Background: an optimization exercise with open tools, aiming at small area and a short achievable clock period. Do not read the settings as production practice.
In this exercise RTL edits were held to simulation tests only and were not proved equivalent to the original.
Power figures rest on the tool's default switching activity, not on a simulated workload.

[flow/config.mk]
export PLATFORM = sky130hd
export DESIGN_NAME = simframe_top
export DESIGN_NICKNAME = simframe_top
export VERILOG_FILES = /design/flow/design.v
export SDC_FILE = /design/flow/constraint.sdc
export NUM_CORES = 4
export LEC_CHECK = 0
export CAP_MARGIN = 20
export CORE_MARGIN = 2
export CORE_UTILIZATION = 40
export SETUP_SLACK_MARGIN = 0.3
export SLEW_MARGIN = 20
[flow/constraint.sdc]
create_clock -name core_clock -period 7.0 [get_ports {clk}]
set_input_delay 1.4000 -clock core_clock [delete_from_list [all_inputs] [get_ports {clk}]]
set_output_delay 1.4000 -clock core_clock [all_outputs]
set_load 0.01 [all_outputs]
[flow/design.v]
`default_nettype none
package simframe_pkg;
   localparam int word_width      = 32;
   localparam int reg_index_width = 5;
   localparam logic [word_width-1:0] module_version = 1;
   localparam logic [reg_index_width-1:0] reg_module_rev = 0;
   localparam logic [reg_index_width-1:0] reg_fifo_ctl   = 1;
   localparam logic [reg_index_width-1:0] reg_load_f0    = 2;
   localparam logic [reg_index_width-1:0] reg_load_f1    = 3;
   localparam logic [reg_index_width-1:0] reg_start      = 4;
   localparam logic [reg_index_width-1:0] reg_cont_mode  = 5;
   localparam int bit_f0_clear = 0;
   localparam int bit_f1_clear = 1;
   localparam logic [1:0] resp_okay   = 2'd0;
   localparam logic [1:0] resp_decerr = 2'd3;
   localparam int clear_cycles = 15;
endpackage
`default_nettype wire
`timescale 1ns/100ps
`default_nettype none
module simframe_reg_write #(
   parameter int pattern_width = 32,
   parameter int fifo_depth    = 64,
   localparam int count_width  = $clog2(fifo_depth + 1)
) (
   input  logic                                       clk,
   input  logic                                       resetn,
   input  logic                                       reg_write,
   input  logic [simframe_pkg::reg_index_width-1:0]   reg_windx,
   input  logic [simframe_pkg::word_width-1:0]        reg_wdata,
   input  logic [1:0]                                 active_fifo,
   output logic [1:0]                                 reg_wresp,
   output logic                                       wr_idle,
   output logic                                       load_f0,
   output logic                                       load_f1,
   output logic [pattern_width-1:0]                   load_data,
   output logic                                       clear_f0,
   output logic                                       clear_f1,
   output logic [count_width-1:0]                     f0_count,
   output logic [count_width-1:0]                     f1_count,
   output logic [1:0]                                 on_deck,
   output logic                                       cont_mode,
   output logic                                       new_job
);
   localparam int hold_width = $clog2(simframe_pkg::clear_cycles + 1);
   localparam logic [hold_width-1:0]  hold_start = hold_width'(simframe_pkg::clear_cycles);
   localparam logic [count_width-1:0] count_max  = count_width'(fifo_depth);
   logic [hold_width-1:0] f0_hold;
   logic [hold_width-1:0] f1_hold;
   assign clear_f0 = (f0_hold != '0);
   assign clear_f1 = (f1_hold != '0);
   assign wr_idle = (f0_hold == '0) && (f1_hold == '0);
   always_ff @(posedge clk) begin
      if (!resetn) begin
         reg_wresp <= simframe_pkg::resp_okay;
         load_f0   <= 1'b0;
         load_f1   <= 1'b0;
         f0_hold   <= '0;
         f1_hold   <= '0;
         f0_count  <= '0;
         f1_count  <= '0;
         on_deck   <= 2'b00;
         cont_mode <= 1'b0;
         new_job   <= 1'b0;
      end else begin
         load_f0 <= 1'b0;
         load_f1 <= 1'b0;
         new_job <= 1'b0;
         if (f0_hold != '0) f0_hold <= f0_hold - 1'b1;
         if (f1_hold != '0) f1_hold <= f1_hold - 1'b1;
         if ((active_fifo != 2'b00) && !cont_mode) on_deck <= 2'b00;
         if (reg_write) begin
            reg_wresp <= simframe_pkg::resp_okay;
            case (reg_windx)
               simframe_pkg::reg_module_rev: ;
               simframe_pkg::reg_fifo_ctl: begin
                  if (reg_wdata[simframe_pkg::bit_f0_clear] && !active_fifo[0]) begin
                     f0_count <= '0;
                     f0_hold  <= hold_start;
                  end
                  if (reg_wdata[simframe_pkg::bit_f1_clear] && !active_fifo[1]) begin
                     f1_count <= '0;
                     f1_hold  <= hold_start;
                  end
               end
               simframe_pkg::reg_load_f0:
                  if (!active_fifo[0] && (f0_count != count_max)) begin
                     load_f0  <= 1'b1;
                     f0_count <= f0_count + 1'b1;
                  end
               simframe_pkg::reg_load_f1:
                  if (!active_fifo[1] && (f1_count != count_max)) begin
                     load_f1  <= 1'b1;
                     f1_count <= f1_count + 1'b1;
                  end
               simframe_pkg::reg_start:
                  case (reg_wdata[1:0])
                     2'b00: on_deck <= 2'b00;
                     2'b01:
                        if (f0_count != '0) begin
                           on_deck <= 2'b01;
                           new_job <= (active_fifo == 2'b00);
                        end
                     2'b10:
                        if (f1_count != '0) begin
                           on_deck <= 2'b10;
                           new_job <= (active_fifo == 2'b00);
                        end
                     default: ;
                  endcase
               simframe_pkg::reg_cont_mode: cont_mode <= reg_wdata[0];
               default: reg_wresp <= simframe_pkg::resp_decerr;
            endcase
         end
      end
   end
   always_ff @(posedge clk) begin
      if (reg_write) load_data <= pattern_width'(reg_wdata);
   end
endmodule
`default_nettype wire
`timescale 1ns/100ps
`default_nettype none
module pattern_fifo #(
   parameter int pattern_width = 32,
   parameter int fifo_depth    = 64,
   localparam int count_width  = $clog2(fifo_depth + 1),
   localparam int addr_width   = $clog2(fifo_depth)
) (
   input  logic                     clk,
   input  logic                     resetn,
   input  logic                     clear,
   input  logic                     load,
   input  logic [pattern_width-1:0] load_data,
   input  logic                     pop,
   output logic [pattern_width-1:0] head_data,
   output logic                     head_valid
);
   localparam logic [addr_width-1:0] last_addr = addr_width'(fifo_depth - 1);
   logic [pattern_width-1:0] mem [fifo_depth];
   logic [addr_width-1:0]    wr_ptr;
   logic [addr_width-1:0]    rd_ptr;
   logic [count_width-1:0]   count;
   logic                     wb_valid;
   logic [pattern_width-1:0] wb_data;
   logic mem_empty;
   logic pop_ok;
   logic pop_wb;
   logic pop_mem;
   logic wr_en;
   function automatic logic [addr_width-1:0] next_ptr(input logic [addr_width-1:0] ptr);
      next_ptr = (ptr == last_addr) ? {addr_width{1'b0}} : ptr + 1'b1;
   endfunction
   assign mem_empty = (count == '0);
   assign head_valid = !mem_empty || wb_valid;
   assign head_data  = mem_empty ? wb_data : mem[rd_ptr];
   assign pop_ok  = pop && head_valid;
   assign pop_wb  = pop_ok && mem_empty;
   assign pop_mem = pop_ok && !mem_empty;
   assign wr_en = load || (wb_valid && !pop_wb);
   always_ff @(posedge clk) begin
      if (!resetn || clear) begin
         wr_ptr   <= '0;
         rd_ptr   <= '0;
         count    <= '0;
         wb_valid <= 1'b0;
      end else begin
         wb_valid <= pop_ok;
         if (wr_en)   wr_ptr <= next_ptr(wr_ptr);
         if (pop_mem) rd_ptr <= next_ptr(rd_ptr);
         if (wr_en && !pop_mem)      count <= count + 1'b1;
         else if (!wr_en && pop_mem) count <= count - 1'b1;
      end
   end
   always_ff @(posedge clk) begin
      if (wr_en) mem[wr_ptr] <= wb_valid ? wb_data : load_data;
      if (pop_ok) wb_data <= head_data;
   end
endmodule
`default_nettype wire
`timescale 1ns/100ps
`default_nettype none
module stream_sequencer #(
   parameter int pattern_width = 32,
   parameter int fifo_depth    = 64,
   localparam int count_width  = $clog2(fifo_depth + 1)
) (
   input  logic                     clk,
   input  logic                     resetn,
   input  logic [1:0]               on_deck,
   input  logic                     cont_mode,
   input  logic [count_width-1:0]   f0_count,
   input  logic [count_width-1:0]   f1_count,
   input  logic [pattern_width-1:0] f0_head,
   input  logic [pattern_width-1:0] f1_head,
   input  logic                     f0_head_valid,
   input  logic                     f1_head_valid,
   input  logic                     stream_ready,
   output logic                     pop_f0,
   output logic                     pop_f1,
   output logic [1:0]               active_fifo,
   output logic [pattern_width-1:0] stream_data,
   output logic                     stream_valid
);
   logic [count_width-1:0] remaining;
   logic xfer;
   logic pass_done;
   logic chain_ok;
   logic start_f0;
   logic start_f1;
   assign xfer = stream_valid && stream_ready;
   assign pass_done = xfer && (remaining == count_width'(1));
   assign chain_ok = !stream_valid || cont_mode;
   assign start_f0 = chain_ok && (on_deck == 2'b01) && (f0_count != '0) && f0_head_valid;
   assign start_f1 = chain_ok && (on_deck == 2'b10) && (f1_count != '0) && f1_head_valid;
   assign stream_data = active_fifo[1] ? f1_head : f0_head;
   assign pop_f0 = xfer && active_fifo[0];
   assign pop_f1 = xfer && active_fifo[1];
   always_ff @(posedge clk) begin
      if (!resetn) begin
         active_fifo  <= 2'b00;
         stream_valid <= 1'b0;
         remaining    <= '0;
      end else if (xfer) begin
         remaining <= remaining - 1'b1;
      end
      if (resetn && (!stream_valid || pass_done)) begin
         if (start_f0) begin
            active_fifo  <= 2'b01;
            remaining    <= f0_count;
            stream_valid <= 1'b1;
         end else if (start_f1) begin
            active_fifo  <= 2'b10;
            remaining    <= f1_count;
            stream_valid <= 1'b1;
         end else begin
            active_fifo  <= 2'b00;
            stream_valid <= 1'b0;
         end
      end
   end
endmodule
`default_nettype wire
`timescale 1ns/100ps
`default_nettype none
module simframe_reg_read #(
   parameter int fifo_depth   = 64,
   localparam int count_width = $clog2(fifo_depth + 1)
) (
   input  logic                                       clk,
   input  logic                                       resetn,
   input  logic                                       reg_read,
   input  logic [simframe_pkg::reg_index_width-1:0]   reg_rindx,
   input  logic                                       clear_f0,
   input  logic                                       clear_f1,
   input  logic [count_width-1:0]                     f0_count,
   input  logic [count_width-1:0]                     f1_count,
   input  logic [1:0]                                 active_fifo,
   input  logic                                       cont_mode,
   output logic                                       reg_rvalid,
   output logic [simframe_pkg::word_width-1:0]        reg_rdata,
   output logic [1:0]                                 reg_rresp
);
   logic [simframe_pkg::word_width-1:0] rd_value;
   logic [1:0]                          rd_resp;
   always_comb begin
      rd_value = '0;
      rd_resp  = simframe_pkg::resp_okay;
      case (reg_rindx)
         simframe_pkg::reg_module_rev: rd_value = simframe_pkg::module_version;
         simframe_pkg::reg_fifo_ctl:   rd_value[1:0] = {clear_f1, clear_f0};
         simframe_pkg::reg_load_f0:    rd_value[count_width-1:0] = f0_count;
         simframe_pkg::reg_load_f1:    rd_value[count_width-1:0] = f1_count;
         simframe_pkg::reg_start:      rd_value[1:0] = active_fifo;
         simframe_pkg::reg_cont_mode:  rd_value[0] = cont_mode;
         default:                      rd_resp = simframe_pkg::resp_decerr;
      endcase
   end
   always_ff @(posedge clk) begin
      if (!resetn) reg_rvalid <= 1'b0;
      else         reg_rvalid <= reg_read;
   end
   always_ff @(posedge clk) begin
      if (reg_read) begin
         reg_rdata <= rd_value;
         reg_rresp <= rd_resp;
      end
   end
endmodule
`default_nettype wire
`timescale 1ns/100ps
`default_nettype none
module simframe_top #(
   parameter int pattern_width = 32,
   parameter int fifo_depth    = 64,
   localparam int count_width  = $clog2(fifo_depth + 1)
) (
   input  logic                                       clk,
   input  logic                                       resetn,
   input  logic                                       reg_write,
   input  logic                                       reg_read,
   input  logic [simframe_pkg::reg_index_width-1:0]   reg_windx,
   input  logic [simframe_pkg::reg_index_width-1:0]   reg_rindx,
   input  logic [simframe_pkg::word_width-1:0]        reg_wdata,
   output logic [1:0]                                 reg_wresp,
   output logic                                       wr_idle,
   output logic                                       reg_rvalid,
   output logic [simframe_pkg::word_width-1:0]        reg_rdata,
   output logic [1:0]                                 reg_rresp,
   output logic [pattern_width-1:0]                   stream_data,
   output logic                                       stream_valid,
   input  logic                                       stream_ready,
   output logic                                       new_job
);
   logic                     load_f0;
   logic                     load_f1;
   logic [pattern_width-1:0] load_data;
   logic                     clear_f0;
   logic                     clear_f1;
   logic [1:0]               on_deck;
   logic                     cont_mode;
   logic [count_width-1:0]   f0_count;
   logic [count_width-1:0]   f1_count;
   logic [pattern_width-1:0] f0_head;
   logic [pattern_width-1:0] f1_head;
   logic                     f0_head_valid;
   logic                     f1_head_valid;
   logic                     pop_f0;
   logic                     pop_f1;
   logic [1:0]               active_fifo;
   simframe_reg_write #(
      .pattern_width (pattern_width),
      .fifo_depth    (fifo_depth)
   ) u_reg_write (
      .clk         (clk),
      .resetn      (resetn),
      .reg_write   (reg_write),
      .reg_windx   (reg_windx),
      .reg_wdata   (reg_wdata),
      .active_fifo (active_fifo),
      .reg_wresp   (reg_wresp),
      .wr_idle     (wr_idle),
      .load_f0     (load_f0),
      .load_f1     (load_f1),
      .load_data   (load_data),
      .clear_f0    (clear_f0),
      .clear_f1    (clear_f1),
      .f0_count    (f0_count),
      .f1_count    (f1_count),
      .on_deck     (on_deck),
      .cont_mode   (cont_mode),
      .new_job     (new_job)
   );
   pattern_fifo #(
      .pattern_width (pattern_width),
      .fifo_depth    (fifo_depth)
   ) u_fifo0 (
      .clk        (clk),
      .resetn     (resetn),
      .clear      (clear_f0),
      .load       (load_f0),
      .load_data  (load_data),
      .pop        (pop_f0),
      .head_data  (f0_head),
      .head_valid (f0_head_valid)
   );
   pattern_fifo #(
      .pattern_width (pattern_width),
      .fifo_depth    (fifo_depth)
   ) u_fifo1 (
      .clk        (clk),
      .resetn     (resetn),
      .clear      (clear_f1),
      .load       (load_f1),
      .load_data  (load_data),
      .pop        (pop_f1),
      .head_data  (f1_head),
      .head_valid (f1_head_valid)
   );
   stream_sequencer #(
      .pattern_width (pattern_width),
      .fifo_depth    (fifo_depth)
   ) u_sequencer (
      .clk           (clk),
      .resetn        (resetn),
      .on_deck       (on_deck),
      .cont_mode     (cont_mode),
      .f0_count      (f0_count),
      .f1_count      (f1_count),
      .f0_head       (f0_head),
      .f1_head       (f1_head),
      .f0_head_valid (f0_head_valid),
      .f1_head_valid (f1_head_valid),
      .stream_ready  (stream_ready),
      .pop_f0        (pop_f0),
      .pop_f1        (pop_f1),
      .active_fifo   (active_fifo),
      .stream_data   (stream_data),
      .stream_valid  (stream_valid)
   );
   simframe_reg_read #(
      .fifo_depth (fifo_depth)
   ) u_reg_read (
      .clk         (clk),
      .resetn      (resetn),
      .reg_read    (reg_read),
      .reg_rindx   (reg_rindx),
      .clear_f0    (clear_f0),
      .clear_f1    (clear_f1),
      .f0_count    (f0_count),
      .f1_count    (f1_count),
      .active_fifo (active_fifo),
      .cont_mode   (cont_mode),
      .reg_rvalid  (reg_rvalid),
      .reg_rdata   (reg_rdata),
      .reg_rresp   (reg_rresp)
   );
endmodule
`default_nettype wire
[flow/run.sh]
#!/bin/bash
# synth_recipe.tcl (not shown) runs the flow's synth.tcl, then flattens the netlist and writes it again
# the make line also repeats each setting of config.mk as NAME=value (left out here)
make -C /OpenROAD-flow-scripts/flow DESIGN_CONFIG=/design/flow/config.mk WORK_HOME=/design/flow/orfs CLKGATE_MAP_FILE= SYNTH_SCRIPT=/design/flow/synth_recipe.tcl finish
==> flow_summary_export.csv <==
group,metric,value,unit
timing,rsz0062_at_grt,"true",
worst_hold_path,min_path_type,"flip-flop to flip-flop",
route,routed_wl,478000,µm
timing,setup_viol,0,
worst_setup_path,crit_arrival,5550,ps
clocking,cts_tree,"built",
synth,syn_inst,8994,
route,vias,90400,
clocking,hold_buffers,0,
worst_setup_path,crit_chain,"nor2_4 -> buf_12 -> a21oi_1 -> o2111ai_1 -> nand3_1 -> o31ai_1 -> mux2_2 -> clkdlybuf4s50_1",
die,die_w,654,µm
final_layout,multiInputGateArea,0.0386,mm²
worst_setup_path,critPathKind,"flip-flop to output port",
worst_setup_path,crit_fanout,29,
route,ant_nets,0,
grt,grt_pass1_wl,672000,µm
timing,fin_skew,72.1,ps
timing,slew_headroom,0.235,
final_layout,layout_commonest_cell,"edfxtp_1",
final_layout,fin_nets,9465,
worst_setup_path,path_buf_inv,2,
grt,grt_max_degree,130,
worst_setup_path,start_kind,"flip-flop",
placed_design,pre_cts_ws,612,ps
final_layout,layout_common_cells,"4203 x edfxtp_1, 512 x mux4_2, 493 x mux2i_1, 434 x clkbuf_16, 392 x buf_4",
final_layout,drive_gt1_frac,0.221,
route,routedWlPerCell,31.0,µm
synth,synth_cell_type_count,84,
final_layout,num-fill-cells,35100,
final_layout,area_delta_synth_final,13.8,%
placed_design,gp_congestion,0.854,
synth,synth_edf_count,4203,
timing,min_period,6950,ps
pwr,finalPower,0.0520,W
route,viasPerCell,5.87,
clocking,clkTransAtPathRegs,60,ps
clocking,cts_buffers,427,
synth,ys.flop_type,"edfxtp_1",
timing,fin_crit_sh,0.992,
clocking,cts_sinks,4292,
pwr,ir_drop,0.000201,V
timing,hold_violations,0,
grt,grt_pass1_vias,88700,
route,drt-initial-drc-count,11100,
die,core,0.420,mm²
synth,synth.area.top_cells,"edfxtp_1 75%, mux4_2 6.8%, mux2i_1 2.9%, mux2_2 2.5%, dfxtp_1 1.1%",
clocking,insertion_delay,1010,ps
die,dieArea,0.427,mm²
synth,synth_top_area_frac,0.748,
synth,yosys.area.top_type,"edfxtp_1",
placed_design,io_buffers,93,
pwr,p_leak,57.3,nW
die,ios,119,
die,die_h,654,µm
worst_setup_path,cpPeakStageDelay,840,ps
timing,worst_slack,54.0,ps
worst_setup_path,end_kind,"output port",
worst_setup_path,critical_path_required,5600,ps
clocking,root_buffer,"clkbuf_16",
clocking,cts_buffer_depth,4,
synth,async_flop_share,0,
grt,track_usage,0.218,
final_layout,fin_util,0.457,
synth,ys_warn_count,4,
die,num_rows,238,
timing,tightestPinTransition,1140,ps
pwr,p_per_area,271,mW/mm²
route,drtPass1Iterations,6,
worst_setup_path,cp_slowest_cell,"o31ai_1",
placed_design,dp_hpwl,287000,µm
worst_setup_path,cpLargestDelayFamily,"compound AO/OA/AOI/OAI gates",
final_layout,seq_area,0.128,mm²
flow_run,max-cap-violations,0,
grt,overflow,0,
synth,synthesis.area,0.169,mm²
status,outcome,"complete, no violations",
synth,yosysSeqAreaShare,0.759,
grt,antenna_found_initial,15,
synth,avgSynthCellArea,18.8,µm²
die,initial_utilization,0.402,
timing,fmax,144,MHz
clocking,ctsHtreeMaxLevel,5,
timing,slew_viol_final,0,
route,remaining_drc_errors,0,
timing,fin_setup_tns,0,ps
synth,yosys_register_bits,4292,
==> timing repair <==
| action | in CTS | in global routing |
|---|---|---|
| pin swaps | 2 | 1 |
| gates cloned | 1 | 0 |
| buffers inserted | 7 | 1 |
| endpoints found under the setup margin | 25 | 13 |
| gates resized for setup | 32 | 16 |
==> cells by family after synthesis <==
logic type | after synthesis | share of synthesized area
simple gates | 1202 | 0.0346
buf+inv | 615 | 0.0218
mux | 1385 | 0.123
fa+ha+maj | 31 | 0.00239
xor+xnor | 42 | 0.00218
compound gates | 1426 | 0.0576
flops | 4292 | 0.759
other cells | 1 | 0.0000222
==> metrics by stage <==
step	instances	area, µm²	hold WS (ps)
2_1_floorplan	9018	169000	441
3_3_place_gp	14600	178000	466
3_5_place_dp	14600	178000	471
4_1_cts	15400	192000	480
5_1_grt	15400	192000	521
6_report	15400	192000	479
==> worst register-to-register path, delay by kind of cell, from the launching register on <==
family	cells	cell delay, ps
DFF	1	340
muxes	2	440
buffers and inverters	3	830
and+or+nand+nor	3	1740
AOI/OAI and AO/OA	4	670
adders and majority gates	2	640
==> area by class of cell <==
class / count / area share
Sequential cell: 4292 / 0.667
Tap cell: 5640 / 0.0368
Antenna cell: 10 / 0.000130
Multi-Input combinational cell: 4112 / 0.201
Clock buffer: 537 / 0.0589
Clock inverter: 256 / 0.0116
Inverter: 37 / 0.000737
Timing Repair Buffer: 517 / 0.0239
==> where the power goes <==
group	internal (W)	leakage, nW	switching (W)
Clock	0.0125	6.60	0.00976
Combinational	0.000217	12.2	0.000953
Sequential	0.0284	38.5	0.0000502
Total	0.0412	57.3	0.0108
==> final timing paths <==
check	slack, ps	endpoint	startpoint	cells past startpoint
min	480	u_fifo1.count[6]	u_fifo1.count[6]	2
max	50	stream_data[14]	flip-flop	8
max reg2reg	2280	u_fifo1.count[6]	u_fifo1.count[3]	14
min reg2reg	480	u_fifo1.count[6]	u_fifo1.count[6]	2
==> cell usage after synthesis, types with 19 or more instances <==
cell type and count:
edfxtp_1 4203, mux4_2 512, mux2i_1 493, nor2_1 438
mux2_2 380, o21ai_0 351, nand2_1 312, clkbuf_1 209
a21oi_1 200, o22ai_1 181, buf_2 143, buf_4 120
nand3b_1 112, a221o_1 111, nand3_1 110, dfxtp_1 89
a221oi_1 73, buf_6 72, o211ai_1 65, a22oi_1 63
nor4_1 52, o31ai_1 50, a21boi_0 49, a211o_1 47
o2111ai_1 46, o221ai_1 46, inv_1 35, ha_1 29
a31oi_1 28, nand4_1 28, and3b_1 25, a41oi_1 23
or4_1 23, xnor2_1 22, nor3_1 21, a211oi_1 20
xor2_1 20, buf_1 19
==> state kept, by name, summed over array words and instances (netlist names), 2 cells and up, named ones only <==
register and cells:
u_fifo0.wb_data 32, u_fifo0.rd_ptr 6, u_fifo0.count 7, u_reg_write.on_deck 2
u_reg_write.f0_hold 4, u_reg_write.load_data 32, u_sequencer.remaining 7, u_fifo0.wr_ptr 6
u_fifo1.wb_data 32, u_fifo1.rd_ptr 6, u_reg_write.f1_count 7, u_reg_write.f1_hold 4
u_fifo1.count 7, u_fifo1.wr_ptr 6, u_fifo0.mem 2048, u_reg_write.f0_count 7
u_reg_read.reg_rdata 7, u_fifo1.mem 2048, u_sequencer.active_fifo 2
==> layer usage <==
metal  vias to the layer above  track usage  share of wire
li1                      37600            -              -
met1                     47800        0.293           0.40
met2                      4178        0.359           0.49
met3                       797       0.0347          0.076
met4                        10       0.0822          0.041
met5                         -            0        0.00015

[static timing again, ports no longer ideal]
No port has a modelled driver above. Below, the same layout with a new extraction and two added sets of constraints. Step 1 assumes that a clkbuf_16 drives the clock port and a buf_2 every other input. Step 2 times the ports against the registers' clock, not the clock port: input delays grow and output delays shrink by t, the midpoint of the rising clock arrivals with the driver on. Three values: no drivers, after step 1, after step 2; two values: the first two.
t (ns): 1.074
setup slack, ns: 0.054 / -0.049 / 1.024
worst register clock-pin slew, ns: 0.07 / 0.07
worst data-port slew with drivers (ns): 0.18
After both steps this run still meets setup and hold. For this run, drivers alone change the setup slack by -0.103 ns; drivers and shift together by +0.970 ns.
